From an optimization exercise on the open Yosys and OpenROAD flow, aimed at a short achievable clock period; shortcuts taken in it are not production practice.
Where RTL was checked, it was by simulation tests only, not by an equivalence proof against the original.
The flow treats the clock pin as an ideal source, which a real chip does not have.
Power is estimated from default activity; no workload was simulated.

Design branch_predictor, start of the top module:
module branch_predictor #(
  parameter int ENTRIES = 16,
  parameter int INDEX_W = 4
) (
  input  logic        clk_i,
  input  logic        rst_i,
  input  logic [31:0] fetch_pc_i,
  output logic [31:0] next_pc_o,
  output logic        pred_taken_o,
  output logic [31:0] pred_target_o,
  input  logic        mem_stall_i,
  input  logic        upd_valid_i,
  input  logic [31:0] upd_pc_i,
  input  logic        upd_taken_i,
  input  logic [31:0] upd_target_i,
  input  logic        upd_pred_taken_i,
  input  logic [31:0] upd_pred_target_i,
  output logic        mispredict_o,
  output logic [31:0] redirect_pc_o,
  output logic [31:0] branch_cnt_o,
  output logic [31:0] mispred_cnt_o
);
  localparam int TAG_W = 30 - INDEX_W;
  typedef enum logic [1:0] {
    CTR_SN = 2'b00,
    CTR_WN = 2'b01,
    CTR_WT = 2'b10,
    CTR_ST = 2'b11
  } ctr_e;
  logic [ENTRIES-1:0]       valid_q;
  logic [ENTRIES-1:0][1:0]  ctr_q;
  logic [TAG_W-1:0]         tag_q    [ENTRIES];
  logic [31:0]              target_q [ENTRIES];
  logic [31:0] branch_cnt_q;
  logic [31:0] mispred_cnt_q;
  logic [INDEX_W-1:0] fetch_idx;
  logic [TAG_W-1:0]   fetch_tag;
  logic [ENTRIES-1:0] fetch_nh;    
  logic [ENTRIES-1:0] fetch_nt;    
  logic [31:0]        fetch_tgt;
  assign fetch_idx = fetch_pc_i[INDEX_W+1:2];
  assign fetch_tag = fetch_pc_i[31:INDEX_W+2];
  logic [31:0]        fetch_tgt_n;
  logic [ENTRIES-1:0] valid_taken;    
  always_comb begin
    for (int i = 0; i < ENTRIES; i++) begin
      valid_taken[i] = valid_q[i] && ctr_q[i][1];
    end
  end
  ...
export LEC_CHECK = 0
export ABC_CLOCK_PERIOD_IN_PS = 4000
export CAP_MARGIN = 20
export CORE_MARGIN = 2
export CORE_UTILIZATION = 40
export SETUP_SLACK_MARGIN = 2.5
export SLEW_MARGIN = 20
export SYNTH_HIERARCHICAL = 1
create_clock -name core_clock -period 7.0 [get_ports {clk_i}]
standard.sh (not shown) runs the stock make flow with config.mk's settings and CLKGATE_MAP_FILE= SYNTH_SCRIPT=/design/flow/synth_recipe.tcl, a recipe that flattens the netlist after the stock synthesis.
==> flow/flow/run.sh <==
#!/bin/bash
# Standard layout, with the delay cells (clkdlybuf4s*, dlygate*, dlymetal*,
# dlybuf*), buf_1, bufbuf_* and clkinvlp_* kept out of port buffering and
# timing repair. Synthesis is the
# standard one, run unchanged first; the later steps source flow/dont_use.tcl
# through ORFS's PRE_<step>_TCL hooks, and flow/io.tcl sets pin regions
# before pin placement. Each tool's output goes to a log here.
set -euo pipefail
H="$PWD/flow/dont_use.tcl"
bash standard.sh synth > synth.log 2>&1
bash standard.sh \
  PRE_FLOORPLAN_TCL="$H" PRE_GLOBAL_PLACE_TCL="$H" PRE_RESIZE_TCL="$H" \
  PRE_DETAIL_PLACE_TCL="$H" PRE_CTS_TCL="$H" PRE_GLOBAL_ROUTE_TCL="$H" \
  PRE_DETAIL_ROUTE_TCL="$H" PRE_FILLCELL_TCL="$H" \
  PRE_IO_PLACEMENT_TCL="$PWD/flow/io.tcl" \
  finish > layout.log 2>&1
==> flow/flow/dont_use.tcl <==
# Keep delay cells, the weakest buffers and low-power clock inverters out of
# port buffering and timing repair.
set_dont_use [get_lib_cells {sky130_fd_sc_hd__clkdlybuf4s* sky130_fd_sc_hd__dlygate* sky130_fd_sc_hd__dlymetal* sky130_fd_sc_hd__dlybuf* sky130_fd_sc_hd__buf_1 sky130_fd_sc_hd__clkinvlp_* sky130_fd_sc_hd__bufbuf_*}]
==> flow/flow/io.tcl <==
# Pin regions: the fetch lookup's ports in one corner of the die, the
# resolve/update ports along the opposite edges.
set die [ord::get_die_area]
set w [lindex $die 2]
set h [lindex $die 3]
set hw [expr {int($w / 2)}]
set hh [expr {int($h / 2)}]
proc bp_ports {pats} {
  set names {}
  foreach p $pats {
    foreach port [get_ports $p] { lappend names [get_full_name $port] }
  }
  return $names
}
set_io_pin_constraint -pin_names [bp_ports {fetch_pc_i[*] pred_taken_o}] -region left:0-$hh
set_io_pin_constraint -pin_names [bp_ports {next_pc_o[*] pred_target_o[*]}] -region bottom:0-$hw
set_io_pin_constraint -pin_names [bp_ports {upd_pc_i[*] upd_target_i[*] upd_taken_i redirect_pc_o[*]}] -region right:*
set_io_pin_constraint -pin_names [bp_ports {upd_pred_target_i[*] upd_pred_taken_i upd_valid_i mem_stall_i mispredict_o}] -region top:*
Edit:
--- a/flow/design.v
+++ b/flow/design.v
@@ -42,30 +42,27 @@
   assign fetch_tag = fetch_pc_i[31:INDEX_W+2];
   logic [31:0]        fetch_tgt_n;
   logic [ENTRIES-1:0] valid_taken;    
   always_comb begin
     for (int i = 0; i < ENTRIES; i++) begin
       valid_taken[i] = valid_q[i] && ctr_q[i][1];
     end
   end
   logic [INDEX_W-1:0] fetch_idx_n;
-  logic [3:0]         idx_lo [2];
-  logic [3:0]         idx_hi [2];
+  logic [3:0]         idx_lo, idx_hi;
   for (genvar b = 0; b < INDEX_W; b++) begin : g_idx_n
     bp_inv u_inv (.a(fetch_idx[b]), .y(fetch_idx_n[b]));
   end
-  for (genvar c = 0; c < 2; c++) begin : g_pre
-    for (genvar m = 0; m < 4; m++) begin : g_m
-      bp_nor2 u_lo (.a(m % 2 ? fetch_idx_n[0] : fetch_idx[0]),
-                    .b(m / 2 ? fetch_idx_n[1] : fetch_idx[1]), .y(idx_lo[c][m]));
-      bp_nor2 u_hi (.a(m % 2 ? fetch_idx_n[2] : fetch_idx[2]),
-                    .b(m / 2 ? fetch_idx_n[3] : fetch_idx[3]), .y(idx_hi[c][m]));
-    end
+  for (genvar m = 0; m < 4; m++) begin : g_pre
+    bp_nor2 u_lo (.a(m % 2 ? fetch_idx_n[0] : fetch_idx[0]),
+                  .b(m / 2 ? fetch_idx_n[1] : fetch_idx[1]), .y(idx_lo[m]));
+    bp_nor2 u_hi (.a(m % 2 ? fetch_idx_n[2] : fetch_idx[2]),
+                  .b(m / 2 ? fetch_idx_n[3] : fetch_idx[3]), .y(idx_hi[m]));
   end
   logic [3:0]         dec_lo_n, dec_hi_n;
   logic [ENTRIES-1:0] fetch_dec [4];
   for (genvar m = 0; m < 4; m++) begin : g_dec_pre
     bp_nand2 u_lo (.a(m % 2 ? fetch_idx[0] : fetch_idx_n[0]),
                    .b(m / 2 ? fetch_idx[1] : fetch_idx_n[1]), .y(dec_lo_n[m]));
     bp_nand2 u_hi (.a(m % 2 ? fetch_idx[2] : fetch_idx_n[2]),
                    .b(m / 2 ? fetch_idx[3] : fetch_idx_n[3]), .y(dec_hi_n[m]));
   end
@@ -102,20 +99,20 @@
     end
     for (genvar j = 0; j < 6; j++) begin : g_a
       bp_nand4 u_a (.a(x[4*j]), .b(x[4*j+1]), .c(x[4*j+2]), .d(x[4*j+3]), .y(a[j]));
     end
     for (genvar j = 0; j < 3; j++) begin : g_e
       bp_nor2 u_e (.a(a[2*j]), .b(a[2*j+1]), .y(e[j]));
     end
     logic g, sh_n, st_n;
     bp_nand2 u_g  (.a(x[24]), .b(x[25]), .y(g));
-    bp_nand3 u_sh (.a(idx_lo[i/8][i%4]), .b(idx_hi[(i/2)%2][i/4]), .c(valid_q[i]), .y(sh_n));
-    bp_nand3 u_st (.a(idx_lo[i/8][i%4]), .b(idx_hi[(i/2)%2][i/4]), .c(valid_taken[i]), .y(st_n));
+    bp_nand3 u_sh (.a(idx_lo[i%4]), .b(idx_hi[i/4]), .c(valid_q[i]), .y(sh_n));
+    bp_nand3 u_st (.a(idx_lo[i%4]), .b(idx_hi[i/4]), .c(valid_taken[i]), .y(st_n));
     bp_nor2  u_eh (.a(g), .b(sh_n), .y(eh));
     bp_nor2  u_et (.a(g), .b(st_n), .y(et));
     bp_nand4 u_nh (.a(e[0]), .b(e[1]), .c(e[2]), .d(eh), .y(fetch_nh[i]));
     bp_nand4 u_nt (.a(e[0]), .b(e[1]), .c(e[2]), .d(et), .y(fetch_nt[i]));
   end
   logic [3:0] hq [2];
   logic [3:0] tq [2];
   logic [1:0] hr [8];
   logic [1:0] tr [8];
What happened:
- cell count came out lower slightly
- count of clock-buffer cells in the layout came out higher by 6
- sequential cell count does not change
- power came out lower slightly
- setup slack gets worse by 47 ps
- utilization came out lower by 1.2 points
No functional check of the RTL was part of the second run of this note.

[what the ideal ports hide]
Ports are ideal in the flow. The routed layouts listed here were re-timed in OpenROAD. Step 1, drivers: a clkbuf_16 drives clk_i and a buf_2 each remaining input, both assumed. Step 2, shift: input delay + t, output delay - t, t = (earliest + latest rising clock arrival at the registers) / 2. This alone moves slack from input paths to output paths. a / b / c = ideal / step 1 / step 2; a / b = the first two.
| run | t, ns | slack for setup (ns) | worst setup path at the end | slew at the worst register clock pin (ns) | pins driven straight from the clock port |
|---|---|---|---|---|---|
| the first run | 0.817 | 2.276 / 2.101 / 1.885 | input to register | 0.07 / 0.07 | 1 |
| the second run | 0.806 | 2.229 / 2.092 / 1.796 | input to register | 0.07 / 0.07 | 1 |
After both steps setup and hold are still met in every run listed. For the second run, which loses most, drivers alone change the setup slack by -0.137 ns; drivers and shift together by -0.433 ns.
